What follows belongs to an exercise in optimizing a design on an open flow for a short achievable clock period and few clock cycles; a production flow would make more cautious choices. In this exercise RTL edits were held to simulation tests only and were not proved equivalent to the original. The flow treats the clock pin as an ideal source, which a real chip does not have. No activity file was given, so power comes from the tool's default toggle rates.

// bilateral_filter
module bilateral_filter (
    input  logic        clk,
    input  logic        rst,
    input  logic        in_valid_i,
    input  logic [7:0]  in_data_i,
    output logic [7:0]  in_addr_o,
    output logic        out_valid_o,
    output logic [7:0]  out_addr_o,
    output logic [7:0]  out_data_o,
    output logic        finish_o
);
    logic [71:0]  win;
    logic         win_valid;
    logic [95:0]  part;
    logic [47:0]  wgt;
    logic [55:0]  wgt3;
    logic         prod_valid;
    logic [15:0]  num;
    logic [8:0]   den;
    logic [9:0]   den3;
    logic         sums_valid;
    window_fetch window_fetch_inst (
        .clk         (clk),
        .rst         (rst),
        .in_valid_i  (in_valid_i),
        .in_data_i   (in_data_i),
        .in_addr_o   (in_addr_o),
        .win_o       (win),
        .win_valid_o (win_valid)
    );
    tap_weighting tap_weighting_inst (
        .clk          (clk),
        .rst          (rst),
        .win_i        (win),
        .win_valid_i  (win_valid),
        .part_o       (part),
        .wgt_o        (wgt),
        .wgt3_o       (wgt3),
        .prod_valid_o (prod_valid)
    );
    weighted_sum weighted_sum_inst (
        .clk          (clk),
        .rst          (rst),
        .part_i       (part),
        .wgt_i        (wgt),
        .wgt3_i       (wgt3),
  ...
Size in the first run: roughly 4000 cells after synthesis, roughly 960 flip-flops, about 37 I/O pins, ~45000 um2 of cells after synthesis.
==> module weight_divider, before the edit <==
module weight_divider (
    input  logic         clk,
    input  logic         rst,
    input  logic [15:0]  num_i,
    input  logic [8:0]   den_i,
    input  logic [9:0]   den3_i,
    input  logic         sums_valid_i,
    output logic         out_valid_o,
    output logic [7:0]   out_addr_o,
    output logic [7:0]   out_data_o,
    output logic         finish_o
);
    localparam int NST = 4;
    logic [NST-1:0][15:0] rem_r;
    logic [NST-1:0][8:0]  den_r;
    logic [NST-1:0][9:0]  den3_r;
    logic [NST-1:0][7:0]  quot_r;
    logic [NST-1:0]       vld_r;
    logic [15:0] rem_in  [NST];
    logic [8:0]  den_in  [NST];
    logic [9:0]  den3_in [NST];
    logic [7:0]  quot_in [NST];
    logic [15:0] rem_n   [NST];
    logic [7:0]  quot_n  [NST];
    logic [15:0] rem_sh;
    logic [9:0]  r;
    logic [10:0] t1;
    logic [10:0] t2;
    logic [10:0] t3;
    logic [9:0]  r_n;
    logic [1:0]  q2;
    logic [15:0] keep_mask;
    logic [15:0] live_mask;
    always_comb begin
        for (int s = 0; s < NST; s++) begin
            if (s == 0) begin
                rem_in[s]  = num_i;
                den_in[s]  = den_i;
                den3_in[s] = den3_i;
                quot_in[s] = '0;
            end else begin
                rem_in[s]  = rem_r[s-1];
                den_in[s]  = den_r[s-1];
                den3_in[s] = den3_r[s-1];
                quot_in[s] = quot_r[s-1];
            end
            rem_sh = rem_in[s] >> (6 - 2*s);
            r  = rem_sh[9:0];
            t1 = {1'b0, r} - {2'd0, den_in[s]};
            t2 = {1'b0, r} - {1'b0, den_in[s], 1'b0};
            t3 = {1'b0, r} - {1'b0, den3_in[s]};
            if (!t2[10]) begin
                q2  = {1'b1, !t3[10]};
                r_n = !t3[10] ? t3[9:0] : t2[9:0];
            end else begin
                q2  = {1'b0, !t1[10]};
                r_n = !t1[10] ? t1[9:0] : r;
            end
            keep_mask = ~(16'h3ff << (6 - 2*s));
            live_mask = ~(16'hffff << (6 - 2*s + 8));
            rem_n[s]  = ((rem_in[s] & keep_mask) | ({6'd0, r_n} << (6 - 2*s))) & live_mask;
            quot_n[s] = quot_in[s] | ({6'd0, q2} << (6 - 2*s));
        end
    end
    always_ff @(posedge clk or posedge rst) begin
        if (rst) begin
            vld_r <= '0;
        end else begin
            vld_r <= {vld_r[NST-2:0], sums_valid_i};
        end
    end
    always_ff @(posedge clk) begin
        rem_r[0]  <= rem_n[0];
        den_r[0]  <= den_in[0];
        den3_r[0] <= den3_in[0];
        quot_r[0] <= quot_n[0];
        for (int s = 1; s < NST; s++) begin
            rem_r[s]  <= rem_n[s];
            den_r[s]  <= den_in[s];
            den3_r[s] <= den3_in[s];
            quot_r[s] <= quot_n[s];
        end
    end
    assign out_data_o  = quot_r[NST-1];
    logic [7:0] out_pos;
    always_ff @(posedge clk or posedge rst) begin
        if (rst) begin
            out_pos <= 8'h11;
        end else if (vld_r[NST-2]) begin
            if (out_pos[3:0] == 4'd14) begin
                out_pos <= {out_pos[7:4] + 4'd1, 4'd1};
            end else begin
                out_pos <= out_pos + 8'd1;
            end
        end
    end
    always_ff @(posedge clk) begin
        out_addr_o <= out_pos;
        if (rst) begin
            out_valid_o <= 1'b0;
            finish_o    <= 1'b0;
        end else begin
            out_valid_o <= vld_r[NST-2];
            finish_o    <= finish_o || (out_valid_o && out_addr_o == 8'hee);
        end
    end
endmodule
==> flow/config.mk <==
export PLATFORM = sky130hd
export DESIGN_NAME = bilateral_filter
export DESIGN_NICKNAME = bilateral_filter
export VERILOG_FILES = /design/flow/design.v
export SDC_FILE = /design/flow/constraint.sdc
export NUM_CORES = 4
export LEC_CHECK = 0
export CAP_MARGIN = 20
export CORE_MARGIN = 2
export CORE_UTILIZATION = 62
export CTS_CLUSTER_DIAMETER = 100
export CTS_CLUSTER_SIZE = 30
export PLACE_DENSITY = 0.7
export SLEW_MARGIN = 20
==> flow/constraint.sdc <==
create_clock -name core_clock -period 8.5 [get_ports {clk}]
set_input_delay 1.7000 -clock core_clock [delete_from_list [all_inputs] [get_ports {clk}]]
set_output_delay 1.7000 -clock core_clock [all_outputs]
set_load 0.01 [all_outputs]
standard.sh (not shown) runs the stock make flow with config.mk's settings and CLKGATE_MAP_FILE= SYNTH_SCRIPT=/design/flow/synth_recipe.tcl, a recipe that flattens the netlist after the stock synthesis.
==> flow/flow/run.sh <==
#!/bin/bash
set -euo pipefail
KNOBS=(SETUP_SLACK_MARGIN=6.0 ABC_CLOCK_PERIOD_IN_PS=2000)
bash standard.sh "${KNOBS[@]}" cts > standard_to_cts.log 2>&1
RESULTS="$PWD/orfs/results/$FLOW_PLATFORM/bilateral_filter/base" \
  openroad -no_init -exit flow/clock_root.tcl > clock_root.log 2>&1
bash standard.sh "${KNOBS[@]}" finish > standard_finish.log 2>&1
==> flow/flow/clock_root.tcl <==
set results $::env(RESULTS)
read_db $results/4_cts.odb
set blk [ord::get_db_block]
set root [$blk findInst clkbuf_0_clk]
if {$root == "NULL"} { puts "no root buffer clkbuf_0_clk"; exit 1 }
set in_net [[$root findITerm A] getNet]
set out_net [[$root findITerm X] getNet]
set loads {}
foreach it [$out_net getITerms] {
  if {[$it getInst] != $root} { lappend loads $it }
}
if {[llength $loads] > 4 || [llength [$in_net getITerms]] != 1} {
  puts "root buffer drives [llength $loads] pins; left as it is"
  exit 0
}
foreach it $loads {
  puts "moving [[$it getInst] getName]/[[$it getMTerm] getName] to [$in_net getName]"
  $it disconnect
  $it connect $in_net
}
odb::dbInst_destroy $root
odb::dbNet_destroy $out_net
write_db $results/4_cts.odb
puts "root buffer removed"
Testbench counts at the start, summed over its fixed seeds: cycles 6,360.
Edit:
--- a/flow/design.v
+++ b/flow/design.v
@@ -328,16 +328,22 @@
             rem_sh = rem_in[s] >> (6 - 2*s);
             r  = rem_sh[9:0];
             t1 = {1'b0, r} - {2'd0, den_in[s]};
             t2 = {1'b0, r} - {1'b0, den_in[s], 1'b0};
             t3 = {1'b0, r} - {1'b0, den3_in[s]};
-            if (!t2[10]) begin
-                q2  = {1'b1, !t3[10]};
-                r_n = !t3[10] ? t3[9:0] : t2[9:0];
+            if (!t3[10]) begin
+                q2  = 2'd3;
+                r_n = t3[9:0];
+            end else if (!t2[10]) begin
+                q2  = 2'd2;
+                r_n = t2[9:0];
+            end else if (!t1[10]) begin
+                q2  = 2'd1;
+                r_n = t1[9:0];
             end else begin
-                q2  = {1'b0, !t1[10]};
-                r_n = !t1[10] ? t1[9:0] : r;
+                q2  = 2'd0;
+                r_n = r;
             end
             keep_mask = ~(16'h3ff << (6 - 2*s));
             live_mask = ~(16'hffff << (6 - 2*s + 8));
             rem_n[s]  = ((rem_in[s] & keep_mask) | ({6'd0, r_n} << (6 - 2*s))) & live_mask;
             quot_n[s] = quot_in[s] | ({6'd0, q2} << (6 - 2*s));
Result: Design area barely changes. Hold slack hardly moves. Global-route usage rises by 1.6 points. Wire length rose by about 4.5%. Clock power rises by about 2%. Core utilization increases by 1.5 points. Fmax stays flat. Total power is higher by 2.3%. Setup slack is about the same. First-iteration DRC count rose by about 20%. Clock skew grows by 0.0063 ns. Sequential share of layout area is about the same. Die area falls by about 2%. Non-clock buffer count went up by 67.
Testbench counts after the change, summed over its fixed seeds: cycles 6,360.

[port drivers added, routing unchanged]
The results above use ideal ports. As a check the final layouts listed here were re-extracted and re-timed, cells and wires unchanged. Step 1 assumes that a clkbuf_16 drives the clock port and a buf_2 every other input. Step 2 also shifts input and output timing later by t, the mid clock arrival at the registers, as if the neighbouring blocks saw the same clock. a / b / c = ideal / step 1 / step 2; a / b = the first two.
| run | t, ns | setup slack, ns | hold slack, ns | slew at the worst register clock pin (ns) | worst data-port slew with drivers (ns) |
|---|---|---|---|---|---|
| the first run | 0.540 | 5.926 / 5.797 / 5.693 | 0.335 / 0.335 / 0.335 | 0.11 / 0.11 | 0.04 |
| the second run | 0.544 | 5.926 / 5.798 / 5.718 | 0.336 / 0.336 / 0.336 | 0.12 / 0.12 | 0.04 |
After both steps every run listed still meets setup and hold. The setup slack of the first run, which loses most, moves by -0.129 ns with the drivers and by -0.233 ns with both steps.
